This is an optimization exercise on Yosys and OpenROAD, whose aim is small area, not a production implementation.
RTL that was checked went through simulation tests only; none was proved equivalent to the original.
Power figures rest on the tool's default switching activity, not on a simulated workload.

==> inputs of build 46 <==
## collisionTop
module collisionTop
(
	input  logic                       Clk,
	input  logic                       rstN,
	input  logic [7:0]                 keycode,
	input  logic [pointW-1:0]          tankPos,        
	input  logic [pointW-1:0]          enemyPos,       
	input  logic [wallCount*rectW-1:0] walls,          
	input  logic [pointW-1:0]          missilePos,     
	input  logic [1:0]                 missileDir,
	output logic [2:0]                 status          
);
	logic       blocked;     
	logic [2:0] hits;        
	tankMoveCheck u_moveCheck
	(
		.keycode  (keycode),
		.tankPos  (tankPos),
		.enemyPos (enemyPos),
		.walls    (walls),
		.blocked  (blocked)
	);
	missileHitCheck u_hitCheck
	(
		.missilePos (missilePos),
		.missileDir (missileDir),
		.enemyPos   (enemyPos),
		.walls      (walls),
		.hits       (hits)
	);
	hitArbiter u_arbiter
	(
		.Clk     (Clk),
		.rstN    (rstN),
		.blocked (blocked),
		.hits    (hits),
		.status  (status)
	);
endmodule
==> module missileSpan, before the edit <==
module missileSpan
#(
	parameter int len = 8,
	parameter int L   = 8      
)
(
	input  logic [coordW-1:0] m,
	input  logic [coordW-1:0] lo,
	input  logic [coordW-1:0] size,
	output logic              closed,
	output logic              hitDec,
	output logic              hitInc
);
	localparam int H = coordW - L;
	logic [L-1:0] pLow, qLow;
	logic         pCarry, qCarry;
	logic [H:0]   pHigh;
	logic [H+1:0] qHigh;
	tankRippleC #(.W(L)) u_pLow
	(
		.a    (lo[L-1:0]),
		.b    (~m[L-1:0]),
		.sum  (pLow),
		.cout (pCarry)
	);
	tankRippleC #(.W(H)) u_pHigh
	(
		.a    (lo[coordW-1:L]),
		.b    (~m[coordW-1:L]),
		.sum  (pHigh[H-1:0]),
		.cout (pHigh[H])
	);
	tankRippleC #(.W(L)) u_qLow
	(
		.a    (pLow),
		.b    (size[L-1:0]),
		.sum  (qLow),
		.cout (qCarry)
	);
	tankRippleC #(.W(H + 1)) u_qHigh
	(
		.a    (pHigh),
		.b    ({1'b0, size[coordW-1:L]}),
		.sum  (qHigh[H:0]),
		.cout (qHigh[H+1])
	);
	localparam int kpClosed = 1023 + len;     
	localparam int kpDec    = 1022;           
	localparam int kpInc    = 1025 + len;     
	localparam int kqClosed = 1023;           
	localparam int kqDec    = 1021;           
	localparam int kqInc    = 1024 + len;     
	logic [2:0] pLe;     
	logic [2:0] qGe;
	for (genvar n = 0; n < 3; n++)
	begin : testLoop
		localparam int kp  = (n == 0) ? kpClosed : (n == 1) ? kpDec : kpInc;
		localparam int kq  = (n == 0) ? kqClosed : (n == 1) ? kqDec : kqInc;
		localparam int kpH = kp >> L;
		localparam int kpL = kp % (1 << L);
		localparam int kqH = kq >> L;
		localparam int kqL = kq % (1 << L);
		logic [(1 << (H + 1)) - 1:0] pHighLt [2];     
		logic [(1 << (H + 1)) - 1:0] pHighEq [2];     
		logic [(1 << (H + 2)) - 1:0] qHighGt [3];     
		logic [(1 << (H + 2)) - 1:0] qHighEq [3];     
		logic [(1 << L) - 1:0]       pLowLe;          
		logic [(1 << L) - 1:0]       qLowGe;          
		logic [1:0]                  qAdd;
		for (genvar v = 0; v < (1 << (H + 1)); v++)
		begin : pHighLoop
			for (genvar c = 0; c < 2; c++)
			begin : carryLoop
				assign pHighLt[c][v] = (v + c < kpH);
				assign pHighEq[c][v] = (v + c == kpH);
			end
		end
		for (genvar v = 0; v < (1 << (H + 2)); v++)
		begin : qHighLoop
			for (genvar c = 0; c < 3; c++)
			begin : carryLoop
				assign qHighGt[c][v] = (v + c > kqH);
				assign qHighEq[c][v] = (v + c == kqH);
			end
		end
		for (genvar v = 0; v < (1 << L); v++)
		begin : lowLoop
			assign pLowLe[v] = (v <= kpL);
			assign qLowGe[v] = (v >= kqL);
		end
		assign qAdd = {1'b0, pCarry} + {1'b0, qCarry};
		assign pLe[n] = pHighLt[pCarry][pHigh] || (pHighEq[pCarry][pHigh] && pLowLe[pLow]);
		assign qGe[n] = qHighGt[qAdd][qHigh] || (qHighEq[qAdd][qHigh] && qLowGe[qLow]);
	end
	assign closed = pLe[0] && qGe[0];
	assign hitDec = pLe[1] && qGe[1];
	assign hitInc = pLe[2] && qGe[2];
endmodule
==> flow/config.mk <==
export PLATFORM = sky130hd
export DESIGN_NAME = collisionTop
export DESIGN_NICKNAME = collisionTop
export VERILOG_FILES = /design/flow/design.v
export SDC_FILE = /design/flow/constraint.sdc
export NUM_CORES = 4
export LEC_CHECK = 0
export CAP_MARGIN = 20
export CORE_MARGIN = 2
export CORE_UTILIZATION = 60
export CTS_BUF_LIST = sky130_fd_sc_hd__clkbuf_2
export GPL_TIMING_DRIVEN = 0
export SETUP_SLACK_MARGIN = 0.05
export SLEW_MARGIN = 20
==> flow/constraint.sdc <==
create_clock -name core_clock -period 7.0 [get_ports {Clk}]
set_input_delay 1.4000 -clock core_clock [delete_from_list [all_inputs] [get_ports {Clk}]]
set_output_delay 1.4000 -clock core_clock [all_outputs]
set_load 0.01 [all_outputs]
standard.sh (not shown) runs the stock make flow with config.mk's settings and CLKGATE_MAP_FILE= SYNTH_SCRIPT=/design/flow/synth_recipe.tcl, a recipe that flattens the netlist after the stock synthesis.
==> flow/flow/run.sh <==
#!/bin/bash
# The standard layout (the standard.sh, unchanged synthesis), except
# that the port buffers are plain buf_1 cells rather than delay buffers.
set -euo pipefail
export BUFFER_PORTS_ARGS="-buffer_cell sky130_fd_sc_hd__buf_1"
bash standard.sh > standard.log 2>&1
==> trial 23: changes against build 46 <==
--- a/flow/design.v
+++ b/flow/design.v
@@ -286,6 +286,5 @@
 module missileSpan
 #(
-	parameter int len = 8,
-	parameter int L   = 8      
+	parameter int len = 8
 )
 (
@@ -297,88 +296,28 @@
 	output logic              hitInc
 );
-	localparam int H = coordW - L;
-	logic [L-1:0] pLow, qLow;
-	logic         pCarry, qCarry;
-	logic [H:0]   pHigh;
-	logic [H+1:0] qHigh;
-	tankRippleC #(.W(L)) u_pLow
+	localparam logic [4:0] lenLo   = 5'(len);
+	localparam logic [4:0] lenHi   = 5'(len + 2);
+	localparam logic [4:0] lenStep = 5'(len + 1);
+	logic [4:0] pLow, qLow;
+	logic       pNeg, pZero;
+	logic       qNeg, qZero, qMinus, qBig;
+	tankSplitDiff u_diff
 	(
-		.a    (lo[L-1:0]),
-		.b    (~m[L-1:0]),
-		.sum  (pLow),
-		.cout (pCarry)
+		.lo     (lo),
+		.v      (m),
+		.size   (size),
+		.dLow   (pLow),
+		.dNeg   (pNeg),
+		.dZero  (pZero),
+		.eLow   (qLow),
+		.eNeg   (qNeg),
+		.eZero  (qZero),
+		.eMinus (qMinus),
+		.eBig   (qBig)
 	);
-	tankRippleC #(.W(H)) u_pHigh
-	(
-		.a    (lo[coordW-1:L]),
-		.b    (~m[coordW-1:L]),
-		.sum  (pHigh[H-1:0]),
-		.cout (pHigh[H])
-	);
-	tankRippleC #(.W(L)) u_qLow
-	(
-		.a    (pLow),
-		.b    (size[L-1:0]),
-		.sum  (qLow),
-		.cout (qCarry)
-	);
-	tankRippleC #(.W(H + 1)) u_qHigh
-	(
-		.a    (pHigh),
-		.b    ({1'b0, size[coordW-1:L]}),
-		.sum  (qHigh[H:0]),
-		.cout (qHigh[H+1])
-	);
-	localparam int kpClosed = 1023 + len;     
-	localparam int kpDec    = 1022;           
-	localparam int kpInc    = 1025 + len;     
-	localparam int kqClosed = 1023;           
-	localparam int kqDec    = 1021;           
-	localparam int kqInc    = 1024 + len;     
-	logic [2:0] pLe;     
-	logic [2:0] qGe;
-	for (genvar n = 0; n < 3; n++)
-	begin : testLoop
-		localparam int kp  = (n == 0) ? kpClosed : (n == 1) ? kpDec : kpInc;
-		localparam int kq  = (n == 0) ? kqClosed : (n == 1) ? kqDec : kqInc;
-		localparam int kpH = kp >> L;
-		localparam int kpL = kp % (1 << L);
-		localparam int kqH = kq >> L;
-		localparam int kqL = kq % (1 << L);
-		logic [(1 << (H + 1)) - 1:0] pHighLt [2];     
-		logic [(1 << (H + 1)) - 1:0] pHighEq [2];     
-		logic [(1 << (H + 2)) - 1:0] qHighGt [3];     
-		logic [(1 << (H + 2)) - 1:0] qHighEq [3];     
-		logic [(1 << L) - 1:0]       pLowLe;          
-		logic [(1 << L) - 1:0]       qLowGe;          
-		logic [1:0]                  qAdd;
-		for (genvar v = 0; v < (1 << (H + 1)); v++)
-		begin : pHighLoop
-			for (genvar c = 0; c < 2; c++)
-			begin : carryLoop
-				assign pHighLt[c][v] = (v + c < kpH);
-				assign pHighEq[c][v] = (v + c == kpH);
-			end
-		end
-		for (genvar v = 0; v < (1 << (H + 2)); v++)
-		begin : qHighLoop
-			for (genvar c = 0; c < 3; c++)
-			begin : carryLoop
-				assign qHighGt[c][v] = (v + c > kqH);
-				assign qHighEq[c][v] = (v + c == kqH);
-			end
-		end
-		for (genvar v = 0; v < (1 << L); v++)
-		begin : lowLoop
-			assign pLowLe[v] = (v <= kpL);
-			assign qLowGe[v] = (v >= kqL);
-		end
-		assign qAdd = {1'b0, pCarry} + {1'b0, qCarry};
-		assign pLe[n] = pHighLt[pCarry][pHigh] || (pHighEq[pCarry][pHigh] && pLowLe[pLow]);
-		assign qGe[n] = qHighGt[qAdd][qHigh] || (qHighEq[qAdd][qHigh] && qLowGe[qLow]);
-	end
-	assign closed = pLe[0] && qGe[0];
-	assign hitDec = pLe[1] && qGe[1];
-	assign hitInc = pLe[2] && qGe[2];
+	assign closed = !qNeg && (pNeg || (pZero && (pLow <= lenLo)));
+	assign hitDec = (!qNeg || (qMinus && (&qLow[4:1]))) && pNeg;
+	assign hitInc = (pNeg || (pZero && (pLow <= lenHi)))
+		&& (qBig || (qZero && (qLow >= lenStep)));
 endmodule
 module missileSpanSq
CORE_UTILIZATION = 55   (was 60)
CTS_BUF_LIST = sky130_fd_sc_hd__clkbuf_1   (was sky130_fd_sc_hd__clkbuf_2)
==> key figures <==
Power and ir drop
  – Comb pwr: 1.25 mW
  – Register share of total power: 1.5%

Status
  – Status: no timing/DRC/antenna violations

Setup path
  – Critical Path AT: 7000 ps

Global route
  – Met2 Usage GRT: 54.3%
  – Vias in the first global route: 8101
  – GR met3 Demand/Resource: ~2.4%

Layout
  – Inverters: 190

Synth
  – Synth top area cells: fa_1 (52%), ha_1 (7.9%), inv_1 (7.8%)
(the above is from trial 23)
==> key figures <==
Status
  – Status: no timing/DRC/antenna violations

Global route
  – Met2 Usage GRT: a little under three fifths
  – GR met3 Demand/Resource: 3.48%

Synth
  – Synth top area cells: fa_1 (54%), ha_1 (11%), inv_1 (6.6%)
  – Synth warnings: 28

Power and ir drop
  – Comb pwr: 1.30 mW
  – Register share of total power: 1.4%

Layout
  – Inverters: 158
  – Non-clk bufs: 201

Setup path
  – Critical Path AT: 7030 ps
(the above is from build 46)

==> job 621: inputs <==
collisionTop again, from the RTL that the note above started with.
Design collisionTop, start of the top module:
module collisionTop
(
	input  logic                       Clk,
	input  logic                       rstN,
	input  logic [7:0]                 keycode,
	input  logic [pointW-1:0]          tankPos,        
	input  logic [pointW-1:0]          enemyPos,       
	input  logic [wallCount*rectW-1:0] walls,          
	input  logic [pointW-1:0]          missilePos,     
	input  logic [1:0]                 missileDir,
	output logic [2:0]                 status          
);
export LEC_CHECK = 0
export CAP_MARGIN = 20
export CORE_MARGIN = 2
export CORE_UTILIZATION = 55
export CTS_BUF_LIST = sky130_fd_sc_hd__clkbuf_2
export GPL_TIMING_DRIVEN = 0
export SETUP_SLACK_MARGIN = 0.05
export SLEW_MARGIN = 20
create_clock -name core_clock -period 7.0 [get_ports {Clk}]
Scripts as last shown in full above: flow/flow/run.sh
==> job 9615: changes against job 621 <==
--- a/flow/design.v
+++ b/flow/design.v
@@ -287,4 +287,3 @@
 #(
-	parameter int len = 8,
-	parameter int L   = 8      
+	parameter int len = 8
 )
@@ -298,86 +297,24 @@
 );
-	localparam int H = coordW - L;
-	logic [L-1:0] pLow, qLow;
-	logic         pCarry, qCarry;
-	logic [H:0]   pHigh;
-	logic [H+1:0] qHigh;
-	tankRippleC #(.W(L)) u_pLow
+	localparam logic [cmpW-1:0] pClosed = 11'(1023 + len);
+	localparam logic [cmpW-1:0] pInc    = 11'(1025 + len);
+	localparam logic [cmpW:0]   qInc    = 12'(1024 + len);
+	logic [cmpW-1:0] pBiased;     
+	logic [cmpW:0]   qBiased;     
+	tankRippleC #(.W(coordW)) u_p
 	(
-		.a    (lo[L-1:0]),
-		.b    (~m[L-1:0]),
-		.sum  (pLow),
-		.cout (pCarry)
+		.a    (lo),
+		.b    (~m),
+		.sum  (pBiased[coordW-1:0]),
+		.cout (pBiased[coordW])
 	);
-	tankRippleC #(.W(H)) u_pHigh
+	tankRippleC #(.W(cmpW)) u_q
 	(
-		.a    (lo[coordW-1:L]),
-		.b    (~m[coordW-1:L]),
-		.sum  (pHigh[H-1:0]),
-		.cout (pHigh[H])
+		.a    (pBiased),
+		.b    ({1'b0, size}),
+		.sum  (qBiased[cmpW-1:0]),
+		.cout (qBiased[cmpW])
 	);
-	tankRippleC #(.W(L)) u_qLow
-	(
-		.a    (pLow),
-		.b    (size[L-1:0]),
-		.sum  (qLow),
-		.cout (qCarry)
-	);
-	tankRippleC #(.W(H + 1)) u_qHigh
-	(
-		.a    (pHigh),
-		.b    ({1'b0, size[coordW-1:L]}),
-		.sum  (qHigh[H:0]),
-		.cout (qHigh[H+1])
-	);
-	localparam int kpClosed = 1023 + len;     
-	localparam int kpDec    = 1022;           
-	localparam int kpInc    = 1025 + len;     
-	localparam int kqClosed = 1023;           
-	localparam int kqDec    = 1021;           
-	localparam int kqInc    = 1024 + len;     
-	logic [2:0] pLe;     
-	logic [2:0] qGe;
-	for (genvar n = 0; n < 3; n++)
-	begin : testLoop
-		localparam int kp  = (n == 0) ? kpClosed : (n == 1) ? kpDec : kpInc;
-		localparam int kq  = (n == 0) ? kqClosed : (n == 1) ? kqDec : kqInc;
-		localparam int kpH = kp >> L;
-		localparam int kpL = kp % (1 << L);
-		localparam int kqH = kq >> L;
-		localparam int kqL = kq % (1 << L);
-		logic [(1 << (H + 1)) - 1:0] pHighLt [2];     
-		logic [(1 << (H + 1)) - 1:0] pHighEq [2];     
-		logic [(1 << (H + 2)) - 1:0] qHighGt [3];     
-		logic [(1 << (H + 2)) - 1:0] qHighEq [3];     
-		logic [(1 << L) - 1:0]       pLowLe;          
-		logic [(1 << L) - 1:0]       qLowGe;          
-		logic [1:0]                  qAdd;
-		for (genvar v = 0; v < (1 << (H + 1)); v++)
-		begin : pHighLoop
-			for (genvar c = 0; c < 2; c++)
-			begin : carryLoop
-				assign pHighLt[c][v] = (v + c < kpH);
-				assign pHighEq[c][v] = (v + c == kpH);
-			end
-		end
-		for (genvar v = 0; v < (1 << (H + 2)); v++)
-		begin : qHighLoop
-			for (genvar c = 0; c < 3; c++)
-			begin : carryLoop
-				assign qHighGt[c][v] = (v + c > kqH);
-				assign qHighEq[c][v] = (v + c == kqH);
-			end
-		end
-		for (genvar v = 0; v < (1 << L); v++)
-		begin : lowLoop
-			assign pLowLe[v] = (v <= kpL);
-			assign qLowGe[v] = (v >= kqL);
-		end
-		assign qAdd = {1'b0, pCarry} + {1'b0, qCarry};
-		assign pLe[n] = pHighLt[pCarry][pHigh] || (pHighEq[pCarry][pHigh] && pLowLe[pLow]);
-		assign qGe[n] = qHighGt[qAdd][qHigh] || (qHighEq[qAdd][qHigh] && qLowGe[qLow]);
-	end
-	assign closed = pLe[0] && qGe[0];
-	assign hitDec = pLe[1] && qGe[1];
-	assign hitInc = pLe[2] && qGe[2];
+	assign closed = (qBiased >= 12'd1023) && (pBiased <= pClosed);
+	assign hitDec = (qBiased >= 12'd1021) && (pBiased <= 11'd1022);
+	assign hitInc = (pBiased <= pInc) && (qBiased >= qInc);
 endmodule
==> flow/flow/run.sh (replaced) <==
#!/bin/bash
# The standard layout (the standard.sh, unchanged synthesis), except
# that the port buffers are plain buf_2 cells rather than delay buffers.
set -euo pipefail
export BUFFER_PORTS_ARGS="-buffer_cell sky130_fd_sc_hd__buf_2"
bash standard.sh > standard.log 2>&1
--- a/flow/config.mk
+++ b/flow/config.mk
@@ -9,6 +9,5 @@
 export CORE_MARGIN = 2
-export CORE_UTILIZATION = 55
+export CORE_UTILIZATION = 60
 export CTS_BUF_LIST = sky130_fd_sc_hd__clkbuf_2
 export GPL_TIMING_DRIVEN = 0
-export SETUP_SLACK_MARGIN = 0.05
 export SLEW_MARGIN = 20
==> job 2886: changes against job 621 <==
--- a/flow/design.v
+++ b/flow/design.v
@@ -287,4 +287,3 @@
 #(
-	parameter int len = 8,
-	parameter int L   = 8      
+	parameter int len = 8
 )
@@ -298,86 +297,24 @@
 );
-	localparam int H = coordW - L;
-	logic [L-1:0] pLow, qLow;
-	logic         pCarry, qCarry;
-	logic [H:0]   pHigh;
-	logic [H+1:0] qHigh;
-	tankRippleC #(.W(L)) u_pLow
+	localparam logic [cmpW-1:0] pClosed = 11'(1023 + len);
+	localparam logic [cmpW-1:0] pInc    = 11'(1025 + len);
+	localparam logic [cmpW:0]   qInc    = 12'(1024 + len);
+	logic [cmpW-1:0] pBiased;     
+	logic [cmpW:0]   qBiased;     
+	tankRippleC #(.W(coordW)) u_p
 	(
-		.a    (lo[L-1:0]),
-		.b    (~m[L-1:0]),
-		.sum  (pLow),
-		.cout (pCarry)
+		.a    (lo),
+		.b    (~m),
+		.sum  (pBiased[coordW-1:0]),
+		.cout (pBiased[coordW])
 	);
-	tankRippleC #(.W(H)) u_pHigh
+	tankRippleC #(.W(cmpW)) u_q
 	(
-		.a    (lo[coordW-1:L]),
-		.b    (~m[coordW-1:L]),
-		.sum  (pHigh[H-1:0]),
-		.cout (pHigh[H])
+		.a    (pBiased),
+		.b    ({1'b0, size}),
+		.sum  (qBiased[cmpW-1:0]),
+		.cout (qBiased[cmpW])
 	);
-	tankRippleC #(.W(L)) u_qLow
-	(
-		.a    (pLow),
-		.b    (size[L-1:0]),
-		.sum  (qLow),
-		.cout (qCarry)
-	);
-	tankRippleC #(.W(H + 1)) u_qHigh
-	(
-		.a    (pHigh),
-		.b    ({1'b0, size[coordW-1:L]}),
-		.sum  (qHigh[H:0]),
-		.cout (qHigh[H+1])
-	);
-	localparam int kpClosed = 1023 + len;     
-	localparam int kpDec    = 1022;           
-	localparam int kpInc    = 1025 + len;     
-	localparam int kqClosed = 1023;           
-	localparam int kqDec    = 1021;           
-	localparam int kqInc    = 1024 + len;     
-	logic [2:0] pLe;     
-	logic [2:0] qGe;
-	for (genvar n = 0; n < 3; n++)
-	begin : testLoop
-		localparam int kp  = (n == 0) ? kpClosed : (n == 1) ? kpDec : kpInc;
-		localparam int kq  = (n == 0) ? kqClosed : (n == 1) ? kqDec : kqInc;
-		localparam int kpH = kp >> L;
-		localparam int kpL = kp % (1 << L);
-		localparam int kqH = kq >> L;
-		localparam int kqL = kq % (1 << L);
-		logic [(1 << (H + 1)) - 1:0] pHighLt [2];     
-		logic [(1 << (H + 1)) - 1:0] pHighEq [2];     
-		logic [(1 << (H + 2)) - 1:0] qHighGt [3];     
-		logic [(1 << (H + 2)) - 1:0] qHighEq [3];     
-		logic [(1 << L) - 1:0]       pLowLe;          
-		logic [(1 << L) - 1:0]       qLowGe;          
-		logic [1:0]                  qAdd;
-		for (genvar v = 0; v < (1 << (H + 1)); v++)
-		begin : pHighLoop
-			for (genvar c = 0; c < 2; c++)
-			begin : carryLoop
-				assign pHighLt[c][v] = (v + c < kpH);
-				assign pHighEq[c][v] = (v + c == kpH);
-			end
-		end
-		for (genvar v = 0; v < (1 << (H + 2)); v++)
-		begin : qHighLoop
-			for (genvar c = 0; c < 3; c++)
-			begin : carryLoop
-				assign qHighGt[c][v] = (v + c > kqH);
-				assign qHighEq[c][v] = (v + c == kqH);
-			end
-		end
-		for (genvar v = 0; v < (1 << L); v++)
-		begin : lowLoop
-			assign pLowLe[v] = (v <= kpL);
-			assign qLowGe[v] = (v >= kqL);
-		end
-		assign qAdd = {1'b0, pCarry} + {1'b0, qCarry};
-		assign pLe[n] = pHighLt[pCarry][pHigh] || (pHighEq[pCarry][pHigh] && pLowLe[pLow]);
-		assign qGe[n] = qHighGt[qAdd][qHigh] || (qHighEq[qAdd][qHigh] && qLowGe[qLow]);
-	end
-	assign closed = pLe[0] && qGe[0];
-	assign hitDec = pLe[1] && qGe[1];
-	assign hitInc = pLe[2] && qGe[2];
+	assign closed = (qBiased >= 12'd1023) && (pBiased <= pClosed);
+	assign hitDec = (qBiased >= 12'd1021) && (pBiased <= 11'd1022);
+	assign hitInc = (pBiased <= pInc) && (qBiased >= qInc);
 endmodule
--- a/flow/config.mk
+++ b/flow/config.mk
@@ -9,6 +9,6 @@
 export CORE_MARGIN = 2
-export CORE_UTILIZATION = 55
+export CORE_UTILIZATION = 75
 export CTS_BUF_LIST = sky130_fd_sc_hd__clkbuf_2
 export GPL_TIMING_DRIVEN = 0
-export SETUP_SLACK_MARGIN = 0.05
+export SETUP_SLACK_MARGIN = 0.1
 export SLEW_MARGIN = 20
==> job 3330: changes against job 621 <==
--- a/flow/config.mk
+++ b/flow/config.mk
@@ -9,6 +9,6 @@
 export CORE_MARGIN = 2
-export CORE_UTILIZATION = 55
+export CORE_UTILIZATION = 60
 export CTS_BUF_LIST = sky130_fd_sc_hd__clkbuf_2
 export GPL_TIMING_DRIVEN = 0
-export SETUP_SLACK_MARGIN = 0.05
+export SETUP_SLACK_MARGIN = 0.15
 export SLEW_MARGIN = 20
==> metrics.md <==
| Metric | Value |
|---|---|
| Failed Checks | negative setup slack |
| Multi-input gates | 611 |
| Pleak | 4.17 nW |
| Outcome | finished with violations |
| Worst setup margin | -0.186 ns |
| Final setup fails | 1 |
| Commonest non-fill, non-tap cell in the layout | fa_1 |
| P_clk | 0.0000253 W |
| Final min period | 7.19 ns |
The numbers above come from job 9615.

==> metrics.md <==
| Metric | Value |
|---|---|
| Multi-input gates | 709 |
| Clock-pin slew of the registers on the worst-case setup and hold paths | 0.04 ns |
| P_clk | 0.0000236 W |
| Routed via count | 7802 |
| Commonest non-fill, non-tap cell in the layout | buf_1 |
| Final core utilization | 73.3% |
| Outcome | finished clean |
| Pleak | 4.22 nW |
| Gate Count Post-Synth | 874 |
| Final min period | 6.78 ns |
| Worst setup margin | 0.224 ns |
| Final setup fails | 0 |
The numbers above come from job 3330.

==> metrics.md <==
| Metric | Value |
|---|---|
| Commonest non-fill, non-tap cell in the layout | fa_1 |
| Final setup fails | 2 |
| Failed Checks | negative setup slack |
| Worst setup margin | -0.282 ns |
| Final min period | 7.28 ns |
| P_clk | 0.0000298 W |
| Multi-input gates | 611 |
| Outcome | finished with violations |
The numbers above come from job 2886.

==> metrics.md <==
| Metric | Value |
|---|---|
| Pleak | 4.18 nW |
| Final min period | 6.91 ns |
| Multi-input gates | 709 |
| Commonest non-fill, non-tap cell in the layout | fa_1 |
| Outcome | finished clean |
| Crit. End Element | flip-flop |
| Worst setup margin | 0.0884 ns |
| Max Clk Rate | 0.145 GHz |
| P_clk | 0.0000269 W |
| Most used flip-flop cell after synthesis | dfxtp_1 |
The numbers above come from job 621.

Only the layout flow was run in job 9615 and job 2886; the RTL was not checked for function there.

re-timing with driven ports:
How much do the figures lean on ideal ports? The routed layouts below were timed once more, with nothing changed but the port constraints.
Step 1, drivers: a clkbuf_16 drives Clk and a buf_2 each remaining input, both assumed.
Step 2 also shifts input and output timing later by t, the mid clock arrival at the registers, as if the neighbouring blocks saw the same clock.
Slacks: ideal / step 1 / step 2; pairs: ideal / step 1.
run	shift t [ns]	slack for setup (ns)	worst hold slack (ns)	clock arrival spread, ns	slew at the worst register clock pin (ns)
build 46	0.210	0.089 / 0.083 / -0.128	1.590 / 1.595 / 1.800	0.003 / 0.003	0.05 / 0.05
trial 23	0.269	0.191 / 0.174 / -0.095	1.410 / 1.441 / 1.710	0.024 / 0.024	0.13 / 0.13
job 621	0.238	0.088 / 0.079 / -0.159	1.556 / 1.558 / 1.796	0.011 / 0.012	0.06 / 0.06
job 9615	0.240	-0.186 / -0.219 / -0.459	1.469 / 1.463 / 1.703	0.004 / 0.004	0.05 / 0.05
job 2886	0.277	-0.282 / -0.282 / -0.559	1.413 / 1.445 / 1.722	0.013 / 0.014	0.06 / 0.06
job 3330	0.210	0.224 / 0.197 / -0.013	1.589 / 1.594 / 1.797	0.005 / 0.006	0.05 / 0.05
Met with ideal ports but missed after step 2: setup timing in build 46, trial 23, job 621 and job 3330. The setup slack of trial 23, which loses most, moves by -0.017 ns with the drivers and by -0.286 ns with both steps.
